Source: an optimization exercise on an open RTL-to-GDS flow (aim: small area and a short achievable clock period). Production flows keep margins and buffers that such runs may drop. At most, simulation tests tie the RTL to the original design; equivalence was not proved. Function not checked in runs 2 and 3: the RTL went through the layout flow alone. Power figures rest on the tool's default switching activity, not on a simulated workload.

[design/flow/flow/run.sh]
#!/bin/bash
# The standard layout, with every port buffered by the smallest buffer cell
# instead of the delay buffer the resizer picks by default.
export BUFFER_PORTS_ARGS="-buffer_cell sky130_fd_sc_hd__buf_1"
bash standard.sh > standard.log 2>&1
[design/flow/standard.sh]
#!/bin/bash
# synth_recipe.tcl (not shown) runs the flow's synth.tcl, then flattens the netlist and writes it again
# the make line also repeats each setting of config.mk as NAME=value (left out here)
make -C /OpenROAD-flow-scripts/flow DESIGN_CONFIG=/design/flow/config.mk WORK_HOME=/design/flow/orfs CLKGATE_MAP_FILE= SYNTH_SCRIPT=/design/flow/synth_recipe.tcl "${@:-finish}"
[design/flow/config.mk]
export PLATFORM = sky130hd
export DESIGN_NAME = ex_top
export DESIGN_NICKNAME = ex_top
export VERILOG_FILES = /design/flow/design.v
export SDC_FILE = /design/flow/constraint.sdc
export NUM_CORES = 4
export LEC_CHECK = 0
export CAP_MARGIN = 20
export CORE_MARGIN = 2
export CORE_UTILIZATION = 40
export SETUP_SLACK_MARGIN = 2.5
export SLEW_MARGIN = 20
[design/flow/constraint.sdc]
create_clock -name core_clock -period 7.0 [get_ports {clk}]
set_input_delay 1.4000 -clock core_clock [delete_from_list [all_inputs] [get_ports {clk}]]
set_output_delay 1.4000 -clock core_clock [all_outputs]
set_load 0.01 [all_outputs]
[design/flow/design.v]
package core_pkg;
	localparam int unsigned gpr_width = 32;
	localparam int unsigned pc_width = 16;
	localparam int unsigned reg_addr_width = 4;
	localparam int unsigned reg_count = 1 << reg_addr_width;
	typedef logic [reg_addr_width-1:0] reg_addr_t;
	localparam reg_addr_t zero_reg = reg_addr_t'(0);
	localparam reg_addr_t link_reg = reg_addr_t'(reg_count - 1);
endpackage
package ex_ctrl_pkg;
	typedef logic [5:0] alu_funct_t;
	localparam alu_funct_t alu_add = 6'd0;
	localparam alu_funct_t alu_sub = 6'd1;
	localparam alu_funct_t alu_and = 6'd2;
	localparam alu_funct_t alu_or = 6'd3;
	localparam alu_funct_t alu_xor = 6'd4;
	localparam alu_funct_t alu_nor = 6'd5;
	localparam alu_funct_t alu_sll = 6'd6;  
	localparam alu_funct_t alu_srl = 6'd7;  
	localparam alu_funct_t alu_slt = 6'd8;  
	localparam alu_funct_t alu_pass_b = 6'd9;  
	typedef logic [1:0] fwd_sel_t;
	localparam fwd_sel_t fwd_none = 2'd0;  
	localparam fwd_sel_t fwd_ex = 2'd1;  
	localparam fwd_sel_t fwd_mem = 2'd2;  
	typedef logic [1:0] reg_dst_t;
	localparam reg_dst_t dst_rd = 2'd0;
	localparam reg_dst_t dst_rt = 2'd1;
	localparam reg_dst_t dst_link = 2'd2;
	localparam logic alu_src_reg = 1'b0;
	localparam logic alu_src_imm = 1'b1;
	localparam int unsigned flag_width = 5;
	localparam int unsigned flag_zero = 0;
	localparam int unsigned flag_neg = 1;
	localparam int unsigned flag_carry = 2;  
	localparam int unsigned flag_ovf = 3;
	localparam int unsigned flag_true = 4;  
endpackage
`timescale 1ns/1ps
module alu (
	input  logic [31:0] op1,
	input  logic [31:0] op2x,      
	input  logic        sub,       
	input  logic        use_sum,   
	input  logic        use_slt,   
	input  logic        use_sh,    
	input  logic        sh_left,   
	input  logic [3:0]  lut,       
	input  logic [4:0]  rot_amt,   
	output logic [31:0] result,
	output logic [4:0]  flags
);
	logic [31:0] sum;
	logic        cout;
	logic        ovf;
	logic        lt;
	logic [31:0] logic_res;
	assign {cout, sum} = {1'b0, op1} + {1'b0, op2x} + {32'b0, sub};
	assign ovf = (op1[31] == op2x[31]) && (sum[31] != op1[31]);
	assign lt = sum[31] ^ ovf;
	always_comb begin
		for (int i = 0; i < 32; i++) begin
			logic_res[i] = lut[{op1[i], op2x[i]}];
		end
	end
	logic [31:0] rot;
	logic [31:0] le;     
	logic        rz;
	logic [31:0] keep;
	always_comb begin
		rot = op1;
		for (int k = 0; k < 5; k++) begin
			if (rot_amt[k]) rot = (rot >> (1 << k)) | (rot << (32 - (1 << k)));
		end
	end
	assign rz = (rot_amt == 5'd0);
	always_comb begin
		for (int u = 0; u < 32; u++) begin
			le[u] = ({27'b0, rot_amt} <= u);
		end
		for (int i = 0; i < 32; i++) begin
			keep[i] = use_sh && (sh_left ? (!le[31 - i] || rz) : le[31 - i]);
		end
	end
	always_comb begin
		result = ({32{use_sum}} & sum) | logic_res | (keep & rot);
		result[0] = result[0] | (use_slt && lt);
	end
	always_comb begin
		flags[0] = (result == '0);
		flags[1] = result[31];
		flags[2] = use_sum && (cout ^ sub);  
		flags[3] = use_sum && ovf;
		flags[4] = 1'b1;
	end
endmodule
`timescale 1ns/1ps
module flag_reg (
	input  logic       clk,
	input  logic       rst,
	input  logic [4:0] flags_in,
	output logic [4:0] flags
);
	always_ff @(posedge clk or posedge rst) begin
		if (rst) begin
			flags <= '0;
		end else begin
			flags <= flags_in;
		end
	end
endmodule
`timescale 1ns/1ps
module branch_unit (
	input  logic       is_branch,
	input  logic       sel_jflag_branch,
	input  logic       sel_beq_bne,
	input  logic       sel_jt_jf,
	input  logic [3:0] flag_code,
	input  logic [4:0] flags,
	output logic       taken
);
	logic flag_bit;
	always_comb begin
		case (flag_code)
			4'd0: flag_bit = flags[0] ^ sel_jt_jf;
			4'd1: flag_bit = flags[1] ^ sel_jt_jf;
			4'd2: flag_bit = flags[2] ^ sel_jt_jf;
			4'd3: flag_bit = flags[3] ^ sel_jt_jf;
			4'd4: flag_bit = flags[4] ^ sel_jt_jf;
			default: flag_bit = 1'b0;
		endcase
	end
	assign taken = is_branch && (sel_jflag_branch ? flag_bit : (flags[0] ^ sel_beq_bne));
endmodule
`timescale 1ns/1ps
module forward_unit (
	input  logic [3:0]  src,
	input  logic [3:0]  ex_mem_dest,
	input  logic        ex_mem_write,
	input  logic [3:0]  mem_wb_dest,
	input  logic        mem_wb_write,
	input  logic [31:0] ex_mem_data,
	input  logic [31:0] mem_wb_data,
	input  logic [31:0] reg_data,
	output logic [31:0] value
);
	logic hit_ex;
	logic hit_mem;
	assign hit_ex = (src != 4'd0) && ex_mem_write && (ex_mem_dest == src);
	assign hit_mem = (src != 4'd0) && mem_wb_write && (mem_wb_dest == src);
	assign value = hit_ex ? ex_mem_data : (hit_mem ? mem_wb_data : reg_data);
endmodule
`timescale 1ns/1ps
module ex_stage (
	input  logic        clk,
	input  logic        rst,
	input  logic [5:0]  alu_funct,
	input  logic        alu_src,
	input  logic [1:0]  reg_dst,
	input  logic        fl_write_enable,
	input  logic        mem_write_enable,
	input  logic        is_branch,
	input  logic        sel_jflag_branch,
	input  logic        sel_beq_bne,
	input  logic        sel_jt_jf,
	input  logic [1:0]  wb_res_mux,
	input  logic        reg_write_enable,
	input  logic [3:0]  rs,
	input  logic [3:0]  rt,
	input  logic [3:0]  rd,
	input  logic [31:0] data_rs,
	input  logic [31:0] data_rt,
	input  logic [31:0] imm,
	input  logic [15:0] next_pc,
	input  logic [31:0] mem_wb_data,
	input  logic [3:0]  mem_wb_dest,
	input  logic        mem_wb_write,
	output logic        out_mem_write_enable,
	output logic [1:0]  out_wb_res_mux,
	output logic        out_reg_write_enable,
	output logic [31:0] out_imm,
	output logic [15:0] out_next_pc,
	output logic [15:0] out_branch_addr,
	output logic [31:0] out_alu_res,
	output logic [31:0] out_mem_addr,
	output logic [31:0] out_mem_data,
	output logic [3:0]  out_reg_dest,
	output logic        branch_taken
);
	logic        mwe_q;
	logic [1:0]  wbm_q;
	logic        rwe_q;
	logic [31:0] imm_q;
	logic [15:0] npc_q;
	logic [31:0] a_q;
	logic [31:0] b_q;
	logic [3:0]  dest_q;
	logic        taken_q;
	logic [31:0] opx_q;   
	logic        sub_q;   
	logic        sum_q;   
	logic        slt_q;
	logic        sh_q;    
	logic        left_q;  
	logic [3:0]  lut_q;   
	logic [4:0]  rot_q;   
	logic        flw_q;   
	logic [31:0] op2;
	logic [31:0] res;
	logic [4:0]  alu_flags;
	logic [4:0]  flags_q;
	logic [4:0]  flags_now;  
	logic [31:0] a_val;
	logic [31:0] b_val;
	logic [3:0]  dest;
	logic        sub;
	logic [3:0]  lut;
	logic [4:0]  shamt;
	logic        taken;
	logic        squash;
	assign squash = taken_q;
	assign op2 = alu_src ? imm : b_val;
	assign shamt = op2[4:0];
	assign sub = (alu_funct == 6'd1) || (alu_funct == 6'd8);
	always_comb begin
		case (alu_funct)
			6'd2: lut = 4'b1000;  
			6'd3: lut = 4'b1110;  
			6'd4: lut = 4'b0110;  
			6'd5: lut = 4'b0001;  
			6'd9: lut = 4'b1010;  
			default: lut = 4'b0000;
		endcase
	end
	alu u_alu (
		.op1(a_q),
		.op2x(opx_q),
		.sub(sub_q),
		.use_sum(sum_q),
		.use_slt(slt_q),
		.use_sh(sh_q),
		.sh_left(left_q),
		.lut(lut_q),
		.rot_amt(rot_q),
		.result(res),
		.flags(alu_flags)
	);
	assign flags_now = flw_q ? alu_flags : flags_q;
	flag_reg u_flags (
		.clk(clk),
		.rst(rst),
		.flags_in(flags_now),
		.flags(flags_q)
	);
	branch_unit u_bru (
		.is_branch(is_branch),
		.sel_jflag_branch(sel_jflag_branch),
		.sel_beq_bne(sel_beq_bne),
		.sel_jt_jf(sel_jt_jf),
		.flag_code(rs),
		.flags(flags_now),
		.taken(taken)
	);
	forward_unit u_fwd_a (
		.src(rs),
		.ex_mem_dest(dest_q),
		.ex_mem_write(rwe_q),
		.mem_wb_dest(mem_wb_dest),
		.mem_wb_write(mem_wb_write),
		.ex_mem_data(res),
		.mem_wb_data(mem_wb_data),
		.reg_data(data_rs),
		.value(a_val)
	);
	forward_unit u_fwd_b (
		.src(rt),
		.ex_mem_dest(dest_q),
		.ex_mem_write(rwe_q),
		.mem_wb_dest(mem_wb_dest),
		.mem_wb_write(mem_wb_write),
		.ex_mem_data(res),
		.mem_wb_data(mem_wb_data),
		.reg_data(data_rt),
		.value(b_val)
	);
	always_comb begin
		case (reg_dst)
			2'd0: dest = rd;
			2'd1: dest = rt;
			2'd2: dest = 4'd15;
			default: dest = 4'd0;
		endcase
	end
	always_ff @(posedge clk or posedge rst) begin
		if (rst) begin
			mwe_q <= 1'b0;
			wbm_q <= '0;
			rwe_q <= 1'b0;
			imm_q <= '0;
			npc_q <= '0;
			a_q <= '0;
			b_q <= '0;
			dest_q <= '0;
			taken_q <= 1'b0;
			opx_q <= '0;
			sub_q <= 1'b0;
			sum_q <= 1'b0;
			slt_q <= 1'b0;
			sh_q <= 1'b0;
			left_q <= 1'b0;
			lut_q <= '0;
			rot_q <= '0;
			flw_q <= 1'b0;
		end else if (squash) begin
			mwe_q <= 1'b0;
			wbm_q <= '0;
			rwe_q <= 1'b0;
			imm_q <= '0;
			npc_q <= '0;
			a_q <= '0;
			b_q <= '0;
			dest_q <= '0;
			taken_q <= 1'b0;
			opx_q <= '0;
			sub_q <= 1'b0;
			sum_q <= 1'b0;
			slt_q <= 1'b0;
			sh_q <= 1'b0;
			left_q <= 1'b0;
			lut_q <= '0;
			rot_q <= '0;
			flw_q <= 1'b0;
		end else begin
			mwe_q <= mem_write_enable;
			wbm_q <= wb_res_mux;
			rwe_q <= reg_write_enable;
			imm_q <= imm;
			npc_q <= next_pc;
			a_q <= a_val;
			b_q <= b_val;
			dest_q <= dest;
			taken_q <= taken;
			opx_q <= op2 ^ {32{sub}};
			sub_q <= sub;
			sum_q <= (alu_funct == 6'd0) || (alu_funct == 6'd1);
			slt_q <= (alu_funct == 6'd8);
			sh_q <= (alu_funct == 6'd6) || (alu_funct == 6'd7);
			left_q <= (alu_funct == 6'd6);
			lut_q <= lut;
			rot_q <= (alu_funct == 6'd6) ? (5'd0 - shamt) : shamt;
			flw_q <= fl_write_enable;
		end
	end
	assign out_mem_write_enable = mwe_q;
	assign out_wb_res_mux = wbm_q;
	assign out_reg_write_enable = rwe_q;
	assign out_imm = imm_q;
	assign out_next_pc = npc_q;
	assign out_branch_addr = npc_q + imm_q[15:0];
	assign out_alu_res = res;
	assign out_mem_addr = a_q;
	assign out_mem_data = b_q;
	assign out_reg_dest = dest_q;
	assign branch_taken = taken_q;
endmodule
`timescale 1ns/1ps
module ex_top #(
	parameter int data_width = core_pkg::gpr_width,
	parameter int pc_width = core_pkg::pc_width
) (
	input  logic                    clk,
	input  logic                    rst,
	input  ex_ctrl_pkg::alu_funct_t alu_funct,
	input  logic                    alu_src,
	input  ex_ctrl_pkg::reg_dst_t   reg_dst,
	input  logic                    fl_write_enable,
	input  logic                    mem_write_enable,
	input  logic                    is_branch,
	input  logic                    sel_jflag_branch,
	input  logic                    sel_beq_bne,
	input  logic                    sel_jt_jf,
	input  logic [1:0]              wb_res_mux,
	input  logic                    reg_write_enable,
	input  core_pkg::reg_addr_t     rs,
	input  core_pkg::reg_addr_t     rt,
	input  core_pkg::reg_addr_t     rd,
	input  logic [data_width-1:0]   data_rs,
	input  logic [data_width-1:0]   data_rt,
	input  logic [data_width-1:0]   imm,
	input  logic [pc_width-1:0]     next_pc,
	input  logic [data_width-1:0]   mem_wb_data,   
	input  core_pkg::reg_addr_t     mem_wb_dest,
	input  logic                    mem_wb_write,
	output logic                    out_mem_write_enable,
	output logic [1:0]              out_wb_res_mux,
	output logic                    out_reg_write_enable,
	output logic [data_width-1:0]   out_imm,
	output logic [pc_width-1:0]     out_next_pc,
	output logic [pc_width-1:0]     out_branch_addr,
	output logic [data_width-1:0]   out_alu_res,
	output logic [data_width-1:0]   out_mem_addr,
	output logic [data_width-1:0]   out_mem_data,
	output core_pkg::reg_addr_t     out_reg_dest,
	output logic                    branch_taken
);
	ex_stage u_ex (
		.clk(clk),
		.rst(rst),
		.alu_funct(alu_funct),
		.alu_src(alu_src),
		.reg_dst(reg_dst),
		.fl_write_enable(fl_write_enable),
		.mem_write_enable(mem_write_enable),
		.is_branch(is_branch),
		.sel_jflag_branch(sel_jflag_branch),
		.sel_beq_bne(sel_beq_bne),
		.sel_jt_jf(sel_jt_jf),
		.wb_res_mux(wb_res_mux),
		.reg_write_enable(reg_write_enable),
		.rs(rs),
		.rt(rt),
		.rd(rd),
		.data_rs(data_rs),
		.data_rt(data_rt),
		.imm(imm),
		.next_pc(next_pc),
		.mem_wb_data(mem_wb_data),
		.mem_wb_dest(mem_wb_dest),
		.mem_wb_write(mem_wb_write),
		.out_mem_write_enable(out_mem_write_enable),
		.out_wb_res_mux(out_wb_res_mux),
		.out_reg_write_enable(out_reg_write_enable),
		.out_imm(out_imm),
		.out_next_pc(out_next_pc),
		.out_branch_addr(out_branch_addr),
		.out_alu_res(out_alu_res),
		.out_mem_addr(out_mem_addr),
		.out_mem_data(out_mem_data),
		.out_reg_dest(out_reg_dest),
		.branch_taken(branch_taken)
	);
endmodule
==> results of run 1 <==
==> layout make-up <==
type,instances,area share
clock buffers,17,0.0219
clock inverters,15,0.00874
inverters,36,0.00797
multi-input cells,1358,0.565
flip-flops and latches,173,0.225
well taps,511,0.0329
repair buffers,484,0.138
repair inverters,1,0.000257
==> worst register-to-register path: stages (launching register included) <==
cell and delay [ns]:
sky130_fd_sc_hd__dfrtp_2 0.49, sky130_fd_sc_hd__buf_12 0.24, sky130_fd_sc_hd__mux4_2 0.58, sky130_fd_sc_hd__mux4_2 0.52, sky130_fd_sc_hd__o211ai_1 0.41, sky130_fd_sc_hd__and2_1 0.25
sky130_fd_sc_hd__o311a_1 0.25, sky130_fd_sc_hd__inv_2 0.07, sky130_fd_sc_hd__buf_4 0.13, sky130_fd_sc_hd__or4_1 0.49, sky130_fd_sc_hd__nor4_1 0.60, sky130_fd_sc_hd__a311oi_1 0.19
sky130_fd_sc_hd__a221o_1 0.28
==> where the power goes <==
group	internal [µW]	leakage, µW	switching (µW)
sequential	1170	0.00207	274
clock	479	0.000285	484
combinational	1270	0.00561	1800
total	2920	0.00796	2560
==> synth_stat cells (6+ instances only) <==
library cell	instances
sky130_fd_sc_hd__nor2b_1	68
sky130_fd_sc_hd__o22ai_1	17
sky130_fd_sc_hd__nand4_1	15
sky130_fd_sc_hd__a31oi_1	14
sky130_fd_sc_hd__a2111oi_0	6
sky130_fd_sc_hd__o21ai_0	74
sky130_fd_sc_hd__dfrtp_1	173
sky130_fd_sc_hd__nor4_1	7
sky130_fd_sc_hd__ha_1	47
sky130_fd_sc_hd__or4_1	7
sky130_fd_sc_hd__nand3_1	33
sky130_fd_sc_hd__and3_1	7
sky130_fd_sc_hd__o21bai_1	6
sky130_fd_sc_hd__a211o_1	12
sky130_fd_sc_hd__mux2_1	12
sky130_fd_sc_hd__buf_2	18
sky130_fd_sc_hd__o31ai_1	6
sky130_fd_sc_hd__xnor2_1	45
sky130_fd_sc_hd__mux2i_1	95
sky130_fd_sc_hd__inv_1	32
sky130_fd_sc_hd__or2_2	8
sky130_fd_sc_hd__and2_1	8
sky130_fd_sc_hd__o21a_1	8
sky130_fd_sc_hd__nand2b_1	12
sky130_fd_sc_hd__nor2_1	235
sky130_fd_sc_hd__xor2_1	43
sky130_fd_sc_hd__a21o_1	26
sky130_fd_sc_hd__a31o_2	7
sky130_fd_sc_hd__a211oi_1	49
sky130_fd_sc_hd__nand2_1	119
sky130_fd_sc_hd__clkbuf_1	96
sky130_fd_sc_hd__or3_1	9
sky130_fd_sc_hd__mux2_2	32
sky130_fd_sc_hd__mux4_2	74
sky130_fd_sc_hd__nor3_1	38
sky130_fd_sc_hd__a21oi_1	102
sky130_fd_sc_hd__o211ai_1	20
sky130_fd_sc_hd__o21ai_1	10
sky130_fd_sc_hd__buf_1	17
==> cell families after synthesis <==
family,Yosys count
AO/OA/AOI/OAI,422
adder cells (fa/ha/maj),50
AND/OR/NAND/NOR,584
flip-flops,173
buffers and inverters,173
XOR/XNOR,88
multiplexers,214
==> what timing repair did <==
action                     4_1_cts  5_1_grt
hold buffers                     0        0
setup endpoints to repair       39       40
gates cloned                     6        2
gates resized for setup        157      136
buffers inserted                55       43
pin swaps                       44       54
==> through the flow <==
stage / area (µm²) / power, µW / utilization / worst slack [ns] / instances
global route: 19500 / 5700 / 0.519 / 2.09 / 2595
detailed placement: 16800 / 3850 / 0.447 / 1.86 / 2457
finish: 19500 / 5480 / 0.519 / 2.17 / 2595
global placement: 16800 / 3860 / 0.447 / 1.90 / 2457
CTS: 18500 / 5110 / 0.494 / 2.19 / 2550
floorplan: 15100 / 2980 / - / 2.64 / 1704
==> metal layers <==
metal | vias to the layer above | routed length, µm | track usage
li1 | 7011 | - | -
met4 | 4 | 3970 | 0.167
met1 | 7908 | 28000 | 0.466
met3 | 247 | 7970 | 0.103
met5 | - | 25 | 0
met2 | 1057 | 31500 | 0.539
==> final timing paths <==
kind | to | cells past startpoint
min | u_ex.u_flags.flags[4] | 2
max in group asynchronous | u_ex.rot_q[3] | 3
max | out_alu_res[20] | 10
min in group asynchronous | u_ex.imm_q[19] | 2
max reg2reg | u_ex.taken_q | 12
min reg2reg | u_ex.u_flags.flags[4] | 2
==> flip-flops by register name, summed over array words and instances, names as in the netlist, 2 cells and up <==
name                flops
u_ex.a_q               32
u_ex.b_q               32
u_ex.dest_q             4
u_ex.imm_q             32
u_ex.lut_q              4
u_ex.npc_q             16
u_ex.opx_q             32
u_ex.rot_q              5
u_ex.u_flags.flags      5
u_ex.wbm_q              2
==> notes.md, run 1 <==
Critical path:
- The slack of the worst reg-to-reg path is 2.40 ns.
- In this run the worst path has a maximum fanout of 4.
- The data arrival time of the worst path is 3.43 ns.
- In this run the critical register-to-register path is launched from u_ex.rot_q[0].
- For this run, the slowest stage of the critical path takes 0.43 ns.
- The library cell appearing most often on the critical path is sky130_fd_sc_hd__fa_2.
- The critical path starts at u_ex.a_q[0].
- Traced cell by cell, the critical path runs through fa_2 > fa_2 > a211oi_4 > o21ai_4 > o21ai_1 > buf_4 > a211oi_1 > or3_1 > a311o_2 > buf_6.
- STA puts the critical path data required time at 5.60 ns.
- STA classifies the critical path startpoint as a flip-flop.
- The kind of end point of the critical path is a primary output.
- On the critical path the largest part of the delay comes from compound AO/OA/AOI/OAI gates.
- The slowest stage cell on the critical path is sky130_fd_sc_hd__fa_2.
- The critical path class is flip-flop to primary output.
- The number of buffer and inverter stages on the critical path is 2.

Route:
- The wire length per cell is 27.5 µm.
- The routed layout has 16200 vias.
- The count of nets left with antenna violations once routing finished came out at 0.
- The post-detailed-route DRC marker count is 0.
- The length of the first detailed-routing pass in iterations is 6.
- After the first detailed-routing iteration, the DRC count stood at 1707.
- The final layout contains routed wiring with a total length of 71500 µm.
- Using the TritonRoute via totals, the vias-per-cell ratio works out to 6.25.

Final layout:
- The area added between synthesis and finish is 28.6%.
- 0 antenna diodes ended up in the layout.
- Summing all multi-input logic gate instances after layout gives 11000 µm².
- The top cell types in the final layout, fill and taps aside, are 323 x sky130_fd_sc_hd__buf_1, 230 x sky130_fd_sc_hd__nor2_1, 135 x sky130_fd_sc_hd__dfrtp_1.
- The final net count is 2302.
- Registers take 4380 µm².
- The commonest non-fill, non-tap cell in the layout is sky130_fd_sc_hd__buf_1.
- The fraction of layout instances using a drive strength above 1 is 0.243.
- The layout has 3593 filler cells.

Synth:
- For this run, the leading register cell type out of synthesis is sky130_fd_sc_hd__dfrtp_1.
- The area fraction in compound gates after synthesis was 0.185.
- Counting every instance in the synthesized netlist gives 1704.
- The synthesized-area fraction occupied by and/or/nand/nor cells is 0.181.
- The flip-flop and latch count after synthesis is 173.
- The portion of netlist area occupied by mux cells is 0.207.
- Counting flops with a built-in enable in the synthesized netlist gives 0.
- The number of nets handed over by synthesis was 1935.
- The post-synthesis instance area is 15100 µm².
- In this run, distinct cell masters in the synthesized netlist total 82.
- Of the total synthesized cell area, the portion taken by full adders, half adders and majority gates is 0.0428.
- The mean instance size in the synthesized netlist is 8.88 µm².
- After synthesis, the largest family of logic cells by area is multiplexers.
- Of the total synthesized cell area, the portion taken by XOR and XNOR cells is 0.0509.
- The fraction of synthesis flops using an asynchronous set or reset pin is 1.00.
- By area the synthesized netlist is led by sky130_fd_sc_hd__dfrtp_1 29%, sky130_fd_sc_hd__mux4_2 11%, sky130_fd_sc_hd__mux2i_1 6.3%.
- The share of synthesized area in the top cell type comes to 0.286.
- Of the synthesized area, sequential elements account for 0.286.
- sky130_fd_sc_hd__dfrtp_1 takes more of the synthesized area than any other cell.
- For this run, the number of Yosys warnings is 4.

Floorplan:
- The I/O pin total is 350.
- The die is 199 µm wide.
- The vertical die dimension is 199 µm.
- The initial utilization of the core area, before any placement, comes to 0.404.
- The area of the placeable core is 37500 µm².
- The die footprint is 39400 µm².
- The floorplan has 71 rows.

Clock tree:
- The count of H-tree levels built during CTS is 4.
- At the later pin of the worst-skew pair, clock insertion delay measures 0.44 ns.
- The cell at the root of the clock tree is sky130_fd_sc_hd__clkbuf_16.
- The clock drives 173 sinks.
- The number of buffers inserted during clock tree synthesis is 17.
- TritonCTS built the clock tree.
- Clock-pin slew was measured on the worst setup and hold paths at 0.07 ns.
- The maximum root-to-sink buffer count is 2.

Global route:
- The first global-routing pass estimated 102000 µm of wire.
- After global routing the overflow that remains totals 0.
- The number of antenna violations at the first check in global routing is 2.
- The via count of the first global-routing pass was 15400.
- Entering global routing, the biggest net connects 69 pins.
- In the global route stage, overall resource usage came out at 0.355.

Power and ir drop:
- VDD sags by at most 174 µV.
- The power per cell area is 281 nW/µm².
- For this design the static power due to leakage is 0.00796 µW.

STA:
- The aggregate negative setup slack is 0 ns.
- For the final database, setup skew stands at 0.0139 ns.
- The headroom to the max-slew limit is 0.454.
- The final number of setup-violating endpoints is 0.
- The share of the clock period used by the worst path is 0.689.
- At the pin with the least slew margin, the transition time is 0.818 ns.
- The final number of max-transition violations is 0.
- The worst hold margin is 0.444 ns.
- Setup repair after global routing could not meet its margin everywhere.
- The final period demand of the worst path is 4.83 ns.
- The count of endpoints failing hold in the final timing report is 0.
- The maximum clock frequency is 0.207 GHz.

Place:
- Buffers placed on the I/O ports in this run total 349.
- The placer congestion estimate is 1.06.
- The HPWL reported at the end of detailed placement is 52100 µm.

Status:
- The run finished with no timing, DRC or antenna violations.

Min path:
- The min-delay analysis places its worst path in the category flip-flop to flip-flop.
- In this run the most critical hold path is launched from u_ex.u_flags.flags[4].

Flow run:
- Max-cap violations in this run came to 0.
==> run 2: changes to the inputs <==
--- a/design/flow/design.v
+++ b/design/flow/design.v
@@ -40,56 +40,39 @@
 module alu (
 	input  logic [31:0] op1,
-	input  logic [31:0] op2x,      
-	input  logic        sub,       
-	input  logic        use_sum,   
-	input  logic        use_slt,   
-	input  logic        use_sh,    
-	input  logic        sh_left,   
-	input  logic [3:0]  lut,       
-	input  logic [4:0]  rot_amt,   
+	input  logic [31:0] op2,
+	input  logic [3:0]  fn,
+	input  logic        sub,    
 	output logic [31:0] result,
 	output logic [4:0]  flags
 );
-	logic [31:0] sum;
-	logic        cout;
+	logic [31:0] op2x;
+	logic [32:0] wide;
 	logic        ovf;
 	logic        lt;
-	logic [31:0] logic_res;
-	assign {cout, sum} = {1'b0, op1} + {1'b0, op2x} + {32'b0, sub};
-	assign ovf = (op1[31] == op2x[31]) && (sum[31] != op1[31]);
-	assign lt = sum[31] ^ ovf;
+	logic        is_arith;
+	assign op2x = op2 ^ {32{sub}};
+	assign wide = {1'b0, op1} + {1'b0, op2x} + {32'b0, sub};
+	assign ovf = (op1[31] == op2x[31]) && (wide[31] != op1[31]);
+	assign lt = wide[31] ^ ovf;
 	always_comb begin
-		for (int i = 0; i < 32; i++) begin
-			logic_res[i] = lut[{op1[i], op2x[i]}];
-		end
-	end
-	logic [31:0] rot;
-	logic [31:0] le;     
-	logic        rz;
-	logic [31:0] keep;
-	always_comb begin
-		rot = op1;
-		for (int k = 0; k < 5; k++) begin
-			if (rot_amt[k]) rot = (rot >> (1 << k)) | (rot << (32 - (1 << k)));
-		end
-	end
-	assign rz = (rot_amt == 5'd0);
-	always_comb begin
-		for (int u = 0; u < 32; u++) begin
-			le[u] = ({27'b0, rot_amt} <= u);
-		end
-		for (int i = 0; i < 32; i++) begin
-			keep[i] = use_sh && (sh_left ? (!le[31 - i] || rz) : le[31 - i]);
-		end
-	end
-	always_comb begin
-		result = ({32{use_sum}} & sum) | logic_res | (keep & rot);
-		result[0] = result[0] | (use_slt && lt);
+		case (fn)
+			4'd0, 4'd1: result = wide[31:0];
+			4'd2: result = op1 & op2;
+			4'd3: result = op1 | op2;
+			4'd4: result = op1 ^ op2;
+			4'd5: result = ~(op1 | op2);
+			4'd6: result = op1 << op2[4:0];
+			4'd7: result = op1 >> op2[4:0];
+			4'd8: result = {31'b0, lt};
+			4'd9: result = op2;
+			default: result = '0;
+		endcase
 	end
+	assign is_arith = (fn == 4'd0) || (fn == 4'd1);
 	always_comb begin
 		flags[0] = (result == '0);
 		flags[1] = result[31];
-		flags[2] = use_sum && (cout ^ sub);  
-		flags[3] = use_sum && ovf;
+		flags[2] = is_arith && (wide[32] ^ sub);  
+		flags[3] = is_arith && ovf;
 		flags[4] = 1'b1;
 	end
@@ -197,12 +180,7 @@
 	logic [3:0]  dest_q;
 	logic        taken_q;
-	logic [31:0] opx_q;   
+	logic        src_q;   
+	logic [3:0]  fn_q;    
 	logic        sub_q;   
-	logic        sum_q;   
-	logic        slt_q;
-	logic        sh_q;    
-	logic        left_q;  
-	logic [3:0]  lut_q;   
-	logic [4:0]  rot_q;   
 	logic        flw_q;   
 	logic [31:0] op2;
@@ -214,33 +192,14 @@
 	logic [31:0] b_val;
 	logic [3:0]  dest;
-	logic        sub;
-	logic [3:0]  lut;
-	logic [4:0]  shamt;
+	logic [3:0]  fn;
 	logic        taken;
 	logic        squash;
 	assign squash = taken_q;
-	assign op2 = alu_src ? imm : b_val;
-	assign shamt = op2[4:0];
-	assign sub = (alu_funct == 6'd1) || (alu_funct == 6'd8);
-	always_comb begin
-		case (alu_funct)
-			6'd2: lut = 4'b1000;  
-			6'd3: lut = 4'b1110;  
-			6'd4: lut = 4'b0110;  
-			6'd5: lut = 4'b0001;  
-			6'd9: lut = 4'b1010;  
-			default: lut = 4'b0000;
-		endcase
-	end
+	assign op2 = src_q ? imm_q : b_q;
 	alu u_alu (
 		.op1(a_q),
-		.op2x(opx_q),
+		.op2(op2),
+		.fn(fn_q),
 		.sub(sub_q),
-		.use_sum(sum_q),
-		.use_slt(slt_q),
-		.use_sh(sh_q),
-		.sh_left(left_q),
-		.lut(lut_q),
-		.rot_amt(rot_q),
 		.result(res),
 		.flags(alu_flags)
@@ -292,4 +251,5 @@
 		endcase
 	end
+	assign fn = (alu_funct[5:4] == 2'b00) ? alu_funct[3:0] : 4'd15;
 	always_ff @(posedge clk or posedge rst) begin
 		if (rst) begin
@@ -303,12 +263,7 @@
 			dest_q <= '0;
 			taken_q <= 1'b0;
-			opx_q <= '0;
+			src_q <= 1'b0;
+			fn_q <= '0;
 			sub_q <= 1'b0;
-			sum_q <= 1'b0;
-			slt_q <= 1'b0;
-			sh_q <= 1'b0;
-			left_q <= 1'b0;
-			lut_q <= '0;
-			rot_q <= '0;
 			flw_q <= 1'b0;
 		end else if (squash) begin
@@ -322,12 +277,7 @@
 			dest_q <= '0;
 			taken_q <= 1'b0;
-			opx_q <= '0;
+			src_q <= 1'b0;
+			fn_q <= '0;
 			sub_q <= 1'b0;
-			sum_q <= 1'b0;
-			slt_q <= 1'b0;
-			sh_q <= 1'b0;
-			left_q <= 1'b0;
-			lut_q <= '0;
-			rot_q <= '0;
 			flw_q <= 1'b0;
 		end else begin
@@ -341,12 +291,7 @@
 			dest_q <= dest;
 			taken_q <= taken;
-			opx_q <= op2 ^ {32{sub}};
-			sub_q <= sub;
-			sum_q <= (alu_funct == 6'd0) || (alu_funct == 6'd1);
-			slt_q <= (alu_funct == 6'd8);
-			sh_q <= (alu_funct == 6'd6) || (alu_funct == 6'd7);
-			left_q <= (alu_funct == 6'd6);
-			lut_q <= lut;
-			rot_q <= (alu_funct == 6'd6) ? (5'd0 - shamt) : shamt;
+			src_q <= alu_src;
+			fn_q <= fn;
+			sub_q <= (alu_funct == 6'd1) || (alu_funct == 6'd8);
 			flw_q <= fl_write_enable;
 		end
==> design/flow/run.sh (new file) <==
#!/bin/bash
# synth_recipe.tcl (not shown) runs the flow's synth.tcl, then flattens the netlist and writes it again
# the make line also repeats each setting of config.mk as NAME=value (left out here)
make -C /OpenROAD-flow-scripts/flow DESIGN_CONFIG=/design/flow/config.mk WORK_HOME=/design/flow/orfs CLKGATE_MAP_FILE= SYNTH_SCRIPT=/design/flow/synth_recipe.tcl finish
--- a/design/flow/config.mk
+++ b/design/flow/config.mk
@@ -9,4 +9,4 @@
 export CORE_MARGIN = 2
 export CORE_UTILIZATION = 40
-export SETUP_SLACK_MARGIN = 2.5
+export SETUP_SLACK_MARGIN = 0.3
 export SLEW_MARGIN = 20
removed: design/flow/flow/run.sh
removed: design/flow/standard.sh
==> run 2 against run 1 <==
Compared with the run above:
- critical path depth unchanged
- non-clock buffer count decreased by 48
- synthesized cell count is 9.7% higher
- clock power is 9.3% lower
- clock skew about the same
- global-route usage increased by 4.0 points
- setup slack lost 1.8 ns
- combinational power decreased by 6%
- critical path type unchanged
==> notes.md, run 2 <==
Global route:
- The via count of the first global-routing pass was 16500.
- After global routing the overflow that remains totals 0.
- The global-route wire length before repair is 113000 µm.
- The number of antenna violations at the first check in global routing is 3.
- In the global route stage, overall resource usage came out at 0.395.
- The pin count of the biggest net entering global routing is 105.

Flow run:
- The number of max-capacitance violations reported is 0.

Clock tree:
- The buffer count from post-CTS setup fixing is 0.
- The cell at the root of the clock tree is sky130_fd_sc_hd__clkbuf_16.
- The number of buffers inserted during clock tree synthesis is 17.
- The TritonCTS sink count is 133.
- The number of buffers inserted for hold repair after clock tree synthesis is 0.
- TritonCTS built the clock tree.
- The latest clock arrival within the worst-skew pair is 0.44 ns.
- The clock passes through at most 2 buffers.
- The clock transition at the registers of the reported paths is 0.06 ns.
- In this run the number of H-tree levels came out at 4.

Route:
- Detailed routing inserted a total of 17000 vias.
- The total routed wirelength is 78500 µm.
- The wire length per cell is 28.8 µm.
- The detail route stage leaves a number of antenna-violating nets equal to 0.
- In the routed layout, each cell is associated on average with a via count of 6.25.
- The number of violations reported at the end of detailed-routing iteration 0 is 1903.
- Before antenna repair, the detailed router went through 6 iterations.
- For this run, design rule violations remaining after detail routing come to 0.

Final layout:
- The fraction of layout instances using a drive strength above 1 is 0.108.
- The number of antenna diodes in the final layout is 0.
- The top cell types in the final layout, fill and taps aside, are 349 x sky130_fd_sc_hd__clkdlybuf4s50_1, 206 x sky130_fd_sc_hd__nor2_1, 154 x sky130_fd_sc_hd__nand2_1.
- The area added between synthesis and finish is 32.5%.
- The layout has 3579 filler cells.
- In the final layout, the registers with the most flip-flops are u_ex.a_q x32, u_ex.b_q x32, u_ex.imm_q x32.
- The final net count is 2494.
- The commonest non-fill, non-tap cell in the layout is sky130_fd_sc_hd__clkdlybuf4s50_1.
- For this run, the share of the core covered by cells in the final layout is 0.537.

Critical path:
- In this run the critical register-to-register path is captured at u_ex.taken_q.
- The length in cells of the worst reg-to-reg path is 15.
- The launching element of the worst setup path is u_ex.src_q.
- STA puts the critical path data required time at 5.60 ns.
- The highest fanout seen on the critical path is 48.
- The worst setup path is captured at a primary output.
- Data on the critical path arrives at its endpoint at 5.27 ns.
- The critical path class is flip-flop to primary output.
- STA classifies the critical path startpoint as a flip-flop.
- The slack of the worst reg-to-reg path is 0.97 ns.
- The launch point of the worst reg-to-reg path is u_ex.src_q.

Floorplan:
- The total number of placement rows is 71.
- The area of the placeable core is 37600 µm².
- During I/O placement, the number of pins put on the boundary was 350.
- In this run the vertical extent of the chip is 199 µm.
- The floorplan step defined a die boundary enclosing 39600 µm².
- In this run the horizontal extent of the chip is 199 µm.
- For this configuration, the core starts out at a cell density of 0.405.

STA:
- The final number of max-transition violations is 0.
- Setup violations remaining at the end of the flow were counted as 0.
- The count of endpoints failing hold in the final timing report is 0.
- For the pin with the worst max-slew slack, the measured transition is 0.987 ns.
- Of the available clock period, the critical path in the final layout requires 0.953.
- The headroom to the max-slew limit is 0.339.
- Setup total negative slack on the finished layout was measured at 0 ns.
- The worst clock skew is 0.0143 ns.
- The worst hold margin is 0.475 ns.
- After layout, the minimum clock period comes to 6.67 ns.
- Derived from the worst setup path, the maximum achievable clock frequency is 0.150 GHz.
- Setup repair after global routing left no endpoint under its margin.

Power and ir drop:
- The leakage dissipation is 0.00883 µW.
- The share of total power in sequential cells is 0.220.
- The power spent charging and discharging nets is 2320 µW.
- Of the total power, the clock network draws 0.181.
- For this design the ratio of total power to cell area is 240 nW/µm².
- The overall power after layout is 4830 µW.
- The largest voltage drop on the vdd net is 156 µV.
- The switching power share of the total is 0.479.
- The internal power component is 2520 µW.
- The combinational share of power is 0.599.

Synth:
- Among all flip-flop cells after synthesis, the most frequent one is sky130_fd_sc_hd__dfrtp_1.
- Ranked by instance count, the synthesized netlist is headed by 209 x sky130_fd_sc_hd__nor2_1, 154 x sky130_fd_sc_hd__nand2_1, 143 x sky130_fd_sc_hd__mux2i_1.
- The fraction of synthesis flops using an asynchronous set or reset pin is 1.00.
- In this run, synthesis inferred 0 flip-flops with an integrated enable.
- Among all cell types in the netlist, the one instantiated most often is sky130_fd_sc_hd__nor2_1.
- The most area-hungry cell type in the Yosys netlist is sky130_fd_sc_hd__dfrtp_1.
- Yosys printed 4 warnings.
- Counting every net in the synthesized netlist gives 2165.
- The cell count after synthesis is 1869.
- The number of different library cells in the post-synthesis netlist is 83.
- The sequential cell area fraction in the yosys report is 0.219.
- The flip-flop and latch count after synthesis is 133.
- The proportion of netlist area held by the largest area contributor is 0.219.
- After synthesis, the cell types taking the most area are sky130_fd_sc_hd__dfrtp_1 22%, sky130_fd_sc_hd__mux2i_1 9.4%, sky130_fd_sc_hd__ha_1 9.3%.
- The mean instance size in the synthesized netlist is 8.15 µm².
- The post-synthesis instance area is 15200 µm².

Place:
- At the end of routability-driven placement, the weighted congestion stood at 1.01.
- Port buffering added 349 buffers.
- Detailed placement ended at an HPWL of 61700 µm.

Min path:
- The worst hold path passes through 2 cells.
- For hold timing, the worst endpoint is u_ex.u_flags.flags[2].
- The critical hold path startpoint is u_ex.u_flags.flags[2].
- The path class of the tightest hold or removal check is flip-flop to flip-flop.

Status:
- The run finished with no timing, DRC or antenna violations.
run 2: metal layers:
layer | up-vias | wire length [µm] | GRT usage
met5 | - | 39 | 0
met3 | 204 | 8410 | 0.107
li1 | 7471 | - | -
met4 | 6 | 3910 | 0.182
met2 | 1043 | 34100 | 0.595
met1 | 8293 | 32000 | 0.526
run 2: per-stage QoR:
step	cells	setup slack (ns)	cell area [µm²]
after detailed placement	2690	0.643	19600
after CTS	2722	0.429	20200
after global placement	2690	0.834	19600
after floorplan	1869	1.04	15200
after global routing	2722	0.306	20200
final	2722	0.326	20200
run 2: critical path: stages (launching register included):
cell	delay, ns
sky130_fd_sc_hd__dfrtp_4	0.67
sky130_fd_sc_hd__mux2i_4	0.39
sky130_fd_sc_hd__buf_4	0.60
sky130_fd_sc_hd__mux4_2	0.44
sky130_fd_sc_hd__a21oi_1	0.75
sky130_fd_sc_hd__mux2_2	0.30
sky130_fd_sc_hd__o21ai_0	0.12
sky130_fd_sc_hd__a221oi_1	0.56
sky130_fd_sc_hd__o311a_1	0.36
sky130_fd_sc_hd__inv_1	0.11
sky130_fd_sc_hd__clkdlybuf4s50_1	0.49
run 2: power groups by stage:
| stage | Clock, µW | Sequential [µW] | Combinational (µW) |
|---|---|---|---|
| after floorplan | 0 | 997 | 1560 |
| after global placement | 0 | 1070 | 2790 |
| after detailed placement | 0 | 1070 | 2790 |
| after CTS | 885 | 1050 | 2810 |
| after global routing | 918 | 1070 | 3050 |
| final | 873 | 1060 | 2890 |
run 2: what timing repair did:
item / in CTS / in global routing
pin swaps: 0 / 0
endpoints found under the setup margin: 2 / 4
endpoints found under the hold margin: 0 / 0
resized for setup: 2 / 2
run 2: layout make-up:
class                   instances  area (µm²)  area share
flip-flops and latches        133        3340       0.166
multi-input cells            1492       11000       0.546
well taps                     511         639      0.0317
inverters                     118         450      0.0223
clock inverters                15         136     0.00676
clock buffers                  17         425      0.0211
repair buffers                436        4170       0.207
run 2: cell families after synthesis:
group | Yosys count | share of synthesized area
AO/OA/AOI/OAI | 465 | 0.206
multiplexers | 226 | 0.184
adder cells (fa/ha/maj) | 115 | 0.0955
buffers and inverters | 244 | 0.0633
flip-flops | 133 | 0.219
XOR/XNOR | 74 | 0.0426
AND/OR/NAND/NOR | 612 | 0.191
run 2: worst max path at each step:
| stage | end |
|---|---|
| 2_1_floorplan | out_alu_res[31] |
| 3_3_place_gp | out_alu_res[31] |
| 3_5_place_dp | out_alu_res[31] |
| 4_1_cts | out_alu_res[25] |
| 5_1_grt | out_alu_res[28] |
| 6_report | out_alu_res[30] |
==> run 3: changes to the inputs <==
--- a/design/flow/design.v
+++ b/design/flow/design.v
@@ -51,23 +51,49 @@
 	logic        lt;
 	logic        is_arith;
+	logic        is_and, is_or, is_xor, is_nor, is_sll, is_srl, is_slt, is_pass;
 	assign op2x = op2 ^ {32{sub}};
 	assign wide = {1'b0, op1} + {1'b0, op2x} + {32'b0, sub};
 	assign ovf = (op1[31] == op2x[31]) && (wide[31] != op1[31]);
 	assign lt = wide[31] ^ ovf;
+	assign is_arith = (fn == 4'd0) || (fn == 4'd1);
+	assign is_and = (fn == 4'd2);
+	assign is_or = (fn == 4'd3);
+	assign is_xor = (fn == 4'd4);
+	assign is_nor = (fn == 4'd5);
+	assign is_sll = (fn == 4'd6);
+	assign is_srl = (fn == 4'd7);
+	assign is_slt = (fn == 4'd8);
+	assign is_pass = (fn == 4'd9);
+	logic [4:0]  s;
+	logic [4:0]  r;
+	logic [31:0] rot;
+	logic [31:0] therm;  
+	logic [31:0] keep;
+	assign s = op2[4:0];
+	assign r = is_sll ? (5'd0 - s) : s;
 	always_comb begin
-		case (fn)
-			4'd0, 4'd1: result = wide[31:0];
-			4'd2: result = op1 & op2;
-			4'd3: result = op1 | op2;
-			4'd4: result = op1 ^ op2;
-			4'd5: result = ~(op1 | op2);
-			4'd6: result = op1 << op2[4:0];
-			4'd7: result = op1 >> op2[4:0];
-			4'd8: result = {31'b0, lt};
-			4'd9: result = op2;
-			default: result = '0;
-		endcase
+		rot = op1;
+		for (int k = 0; k < 5; k++) begin
+			if (r[k]) rot = (rot >> (1 << k)) | (rot << (32 - (1 << k)));
+		end
+	end
+	always_comb begin
+		for (int k = 0; k < 32; k++) begin
+			therm[k] = ({27'b0, s} <= k);
+		end
+		for (int k = 0; k < 32; k++) begin
+			keep[k] = (is_sll && therm[k]) || (is_srl && therm[31 - k]);
+		end
+	end
+	always_comb begin
+		result = ({32{is_arith}} & wide[31:0])
+		       | ({32{is_and}} & (op1 & op2))
+		       | ({32{is_or}} & (op1 | op2))
+		       | ({32{is_xor}} & (op1 ^ op2))
+		       | ({32{is_nor}} & ~(op1 | op2))
+		       | ({32{is_pass}} & op2)
+		       | (keep & rot);
+		result[0] = result[0] | (is_slt && lt);
 	end
-	assign is_arith = (fn == 4'd0) || (fn == 4'd1);
 	always_comb begin
 		flags[0] = (result == '0);
==> design/flow/flow/run.sh (new file) <==
#!/bin/bash
# Standard layout, with every port buffered by the smallest buffer cell
cp standard.sh standard_sh.txt
cp config.mk config_mk.txt
export BUFFER_PORTS_ARGS="-buffer_cell sky130_fd_sc_hd__buf_1"
bash standard.sh > standard.log 2>&1
==> design/flow/standard.sh (new file) <==
#!/bin/bash
# synth_recipe.tcl (not shown) runs the flow's synth.tcl, then flattens the netlist and writes it again
# the make line also repeats each setting of config.mk as NAME=value (left out here)
make -C /OpenROAD-flow-scripts/flow DESIGN_CONFIG=/design/flow/config.mk WORK_HOME=/design/flow/orfs CLKGATE_MAP_FILE= SYNTH_SCRIPT=/design/flow/synth_recipe.tcl "${@:-finish}"
removed: design/flow/run.sh
==> run 3 against run 2 <==
Compared with the run above:
- still clean
- via count is 15% lower
- flip-flop and latch count unchanged
- design area shrank 18%
- critical path type unchanged
- largest power group unchanged
==> notes.md, run 3 <==
Status:
- The flow ran to the end and the layout has no timing, DRC or antenna violations.

Synth:
- Yosys mapped a number of flops with a built-in enable equal to 0.
- After synthesis the cells add up to 14000 µm².
- The leading register cell type out of synthesis is sky130_fd_sc_hd__dfrtp_1.
- The synthesized design contains 133 register bits.
- The cell count after synthesis is 1603.
- Sorting the synthesized cells by how often they occur yields 143 x sky130_fd_sc_hd__mux2i_1, 133 x sky130_fd_sc_hd__dfrtp_1, 127 x sky130_fd_sc_hd__nor2_1.
- By area the synthesized netlist is led by sky130_fd_sc_hd__dfrtp_1 24%, sky130_fd_sc_hd__ha_1 11%, sky130_fd_sc_hd__mux2i_1 10%.
- The number of different library cells in the post-synthesis netlist is 83.
- The fraction of synthesis flops using an asynchronous set or reset pin is 1.00.
- Synthesis produced a netlist with a net count of 1906.
- The Yosys step of the flow raised 4 warnings.
- Of all cell types, the one taking the most synthesized area is sky130_fd_sc_hd__dfrtp_1.
- The sequential cell area fraction in the yosys report is 0.237.
- The mean instance size in the synthesized netlist is 8.75 µm².
- Of the post-synthesis cell area, the dominant cell type holds 0.237.
- Yosys instantiated no cell more often than sky130_fd_sc_hd__mux2i_1.

Critical path:
- The critical path class is flip-flop to primary output.
- The launching element of the worst setup path is u_ex.src_q.
- STA classifies the critical path startpoint as a flip-flop.
- The length in cells of the worst reg-to-reg path is 16.
- Traced cell by cell, the critical path runs through buf_12 > mux2i_1 > xnor2_1 > ha_1 > a21o_1 > o21ba_2 > o221ai_1 > a21oi_1 > a21oi_1 > a221oi_1 > mux2i_1 > nor2_1 > inv_1 > buf_1.
- The kind of end point of the critical path is a primary output.
- The maximum single-stage delay on the critical path is 0.71 ns.
- The slowest stage cell on the critical path is sky130_fd_sc_hd__a221oi_1.
- The kind of cell adding the most delay to the critical path is compound AO/OA/AOI/OAI gates.
- Along the worst path, the maximum fanout reaches 30.
- The number of buffer and inverter stages on the critical path is 3.
- The startpoint identified for the worst register-to-register timing path is u_ex.src_q.
- The worst path required time is 5.60 ns.
- The data arrival time of the worst path is 4.93 ns.
- The number of stages on the worst setup path is 14.

Power and ir drop:
- Summed over all nets, the switching power comes to 2250 µW.
- The internal portion of the total power is 2510 µW.
- The power per cell area is 288 nW/µm².
- The leakage dissipation is 0.00737 µW.
- The switching power share of the total is 0.472.
- The share of total power dissipated in combinational logic is 0.567.
- The largest voltage drop on the vdd net is 203 µV.
- Of the total power, the clock network draws 0.206.
- The share of total power in sequential cells is 0.228.
- The overall power after layout is 4760 µW.

Clock tree:
- The buffer count from post-CTS setup fixing is 0.
- The number of buffers inserted for hold repair after clock tree synthesis is 0.
- The count of H-tree levels built during CTS is 4.
- CTS saw 133 sinks.
- The clock transition at the registers of the reported paths is 0.06 ns.
- TritonCTS built the clock tree.
- The cell at the root of the clock tree is sky130_fd_sc_hd__clkbuf_16.
- The latest clock arrival within the worst-skew pair is 0.44 ns.
- The maximum root-to-sink buffer count is 2.
- The number of buffers inserted during clock tree synthesis is 17.
- Once the clock tree was built, the resizer swapped 0 gates to a different size.

STA:
- Static timing analysis puts the maximum clock frequency at 0.158 GHz.
- Setup repair after global routing left no endpoint under its margin.
- The count of endpoints failing hold in the final timing report came to 0.
- Measured against its own limit, the worst slew margin works out to 0.239.
- Subtracting the final worst setup slack from the clock period gives 6.33 ns.
- The share of the clock period used by the worst path is 0.904.
- The final setup slack of the worst path is 0.670 ns.
- Setup violations remaining at the end of the flow were counted as 0.
- For the final routed database, the setup TNS stands at 0 ns.
- The transition at the pin with the smallest max-transition slack is 1.14 ns.
- The final number of max-transition violations is 0.
- Across the routed clock network, the largest skew measured is 0.0144 ns.

Floorplan:
- For this configuration, the core starts out at a cell density of 0.406.
- The floorplan step defined a die boundary enclosing 36600 µm².
- The vertical die dimension is 191 µm.
- The I/O pin total is 350.
- In this run the standard cell core region covers 34500 µm².
- The horizontal extent of the die is 191 µm.
- The total number of placement rows is 68.

Route:
- After detailed routing, the average wire length per cell comes to 25.2 µm.
- The length of the first detailed-routing pass in iterations is 5.
- The total routed wirelength is 59800 µm.
- For this block, the via count after detailed routing is 14400.
- Using the TritonRoute via totals, the vias-per-cell ratio works out to 6.08.
- The post-detailed-route DRC marker count is 0.
- The number of violations reported at the end of detailed-routing iteration 0 is 1450.
- The count of nets left with antenna violations once routing finished came out at 0.

Final layout:
- The largest registers in the layout are u_ex.a_q x32, u_ex.b_q x32, u_ex.imm_q x32.
- The final net count is 2209.
- The commonest non-fill, non-tap cell in the layout is sky130_fd_sc_hd__buf_1.
- The post-route cell area is 16500 µm².
- For this run, the number of standard cells in the final layout without fillers is 2374.
- In the layout the commonest cells are 349 x sky130_fd_sc_hd__buf_1, 142 x sky130_fd_sc_hd__mux2i_1, 131 x sky130_fd_sc_hd__dfrtp_1.
- 0 antenna diodes ended up in the layout.
- From synthesis to final layout, the design area changed by 17.7%.
- The fraction of layout instances using a drive strength above 1 is 0.0948.

Min path:
- The tightest min-delay check is of the flip-flop to flip-flop type.
- The critical hold path startpoint is u_ex.u_flags.flags[4].
- The cell count of the worst hold path is 1.

Global route:
- The via count of the first global-routing pass is 13800.
- The number of antenna violations at the first check in global routing is 0.
- The first global-routing pass estimated 87500 µm of wire.
- Across every metal layer, demand over resource in global routing totals 0.321.
- The final global-route overflow total is 0.
- Entering global routing, the biggest net connects 84 pins.

Place:
- In this run the tool buffered the top-level ports with 349 buffer cells.
- The placed cell count is 2341.
- The HPWL reported at the end of detailed placement is 47500 µm.
- The instance area after placement is 15900 µm².
- Routability-driven placement finished with a final weighted congestion of 0.966.
- Prior to clock tree synthesis, the placed netlist has a worst setup slack of 1.19 ns.

Flow run:
- The number of max-capacitance violations reported is 0.
==> run 3: cell types whose count changed after synthesis, sizes merged, moves of 7 or more <==
cell    before  now
nand3       33   19
a21oi      118   84
clkbuf      89   82
o21a         4   11
buf         37   21
nor2       209  128
nor3        49   34
nand2      154  102
inv        118  108
ha         113  120
o22ai       29   12
a211oi      64   77
==> run 3: path summary, 6_finish.rpt <==
| kind | to | slack [ns] |
|---|---|---|
| min in group asynchronous | u_ex.imm_q[11] | 1.02 |
| setup reg to reg | u_ex.taken_q | 1.33 |
| hold / removal | u_ex.u_flags.flags[4] | 0.47 |
| setup / recovery | out_alu_res[31] | 0.67 |
| max in group asynchronous | u_ex.taken_q | 4.77 |
| hold reg to reg | u_ex.u_flags.flags[4] | 0.47 |
==> run 3: worst register-to-register path, cell delays in order (launching register included) <==
cell	delay (ns)
sky130_fd_sc_hd__dfrtp_2	0.60
sky130_fd_sc_hd__buf_12	0.29
sky130_fd_sc_hd__mux2i_1	0.69
sky130_fd_sc_hd__xnor2_1	0.15
sky130_fd_sc_hd__ha_1	0.44
sky130_fd_sc_hd__a21o_1	0.27
sky130_fd_sc_hd__a21o_1	0.19
sky130_fd_sc_hd__a21oi_1	0.24
sky130_fd_sc_hd__a31oi_1	0.16
sky130_fd_sc_hd__or2_2	0.35
sky130_fd_sc_hd__nor4b_1	0.16
sky130_fd_sc_hd__or4_4	0.60
sky130_fd_sc_hd__or4_1	0.43
sky130_fd_sc_hd__or4_4	0.47
sky130_fd_sc_hd__o31ai_4	0.22
sky130_fd_sc_hd__mux2i_1	0.21
sky130_fd_sc_hd__o31ai_1	0.08
==> run 3: per-stage QoR <==
step | utilization | hold WS, ns
floorplan | - | 0.424
global placement | 0.460 | 0.444
detailed placement | 0.460 | 0.445
CTS | 0.478 | 0.464
global route | 0.478 | 0.484
finish | 0.478 | 0.465
==> run 3: area by class of cell <==
cell class                      instances  area [µm²]
Clock buffer                           18         429
Clock inverter                         14         200
Fill cell                            3457       18000
Inverter                              108         410
Multi-Input combinational cell       1259        9960
Sequential cell                       133        3330
Tap cell                              455         569
Timing Repair Buffer                  387        1610
==> run 3: cell families (layout without fill, tap and decap cells) <==
| logic type | Yosys count | count (layout) | share of synthesized area |
|---|---|---|---|
| AND/OR/NAND/NOR | 421 | 421 | 0.146 |
| multiplexers | 218 | 218 | 0.191 |
| AO/OA/AOI/OAI | 417 | 417 | 0.205 |
| XOR/XNOR | 81 | 81 | 0.0511 |
| adder cells (fa/ha/maj) | 122 | 122 | 0.110 |
| buffers and inverters | 211 | 527 | 0.0589 |
| flip-flops | 133 | 133 | 0.237 |
==> run 3: routing by layer <==
metal  global-route usage  part of all wire  vias up
met5                    0                 0        -
met4               0.0766             0.018        0
met3               0.0565             0.084       70
met2                0.499              0.46      728
met1                0.461              0.44     7134
li1                     -                 -     6507
==> run 3: power groups by stage <==
stage	clock, µW	sequential [µW]	combinational (µW)
final	979	1080	2700
after global routing	1020	1090	2900
after CTS	993	1080	2650
after detailed placement	0	1090	2630
after global placement	0	1090	2610
after floorplan	0	1020	1770

-- port drivers added, routing unchanged --
No port has a modelled driver above. Below, the same layouts with a new extraction and two added sets of constraints.
Step 1 sets driving cells, clkbuf_16 on the clock port and buf_2 on the other inputs (assumed; they add their load-dependent delay and slew).
Step 2 moves the port delays by t, midway between the first and last clock arrival at a register: inputs arrive t later, outputs are due t later. That takes back most of the time a late clock gives input paths.
Slacks: ideal / step 1 / step 2; pairs: ideal / step 1.
| run | t (ns) | slack for setup (ns) | hold WS [ns] | worst setup path at the end | clock arrival spread, ns |
|---|---|---|---|---|---|
| run 1 | 0.487 | 2.175 / 2.122 / 2.169 | 0.444 / 0.444 / 0.444 | input to register | 0.014 / 0.014 |
| run 2 | 0.484 | 0.326 / 0.273 / 0.757 | 0.475 / 0.475 / 0.475 | register to output | 0.015 / 0.014 |
| run 3 | 0.481 | 0.670 / 0.620 / 1.102 | 0.465 / 0.465 / 0.465 | register to output | 0.015 / 0.015 |
After both steps every run listed still meets setup and hold. The setup slack of run 1, which loses most, moves by -0.053 ns with the drivers and by -0.006 ns with both steps.
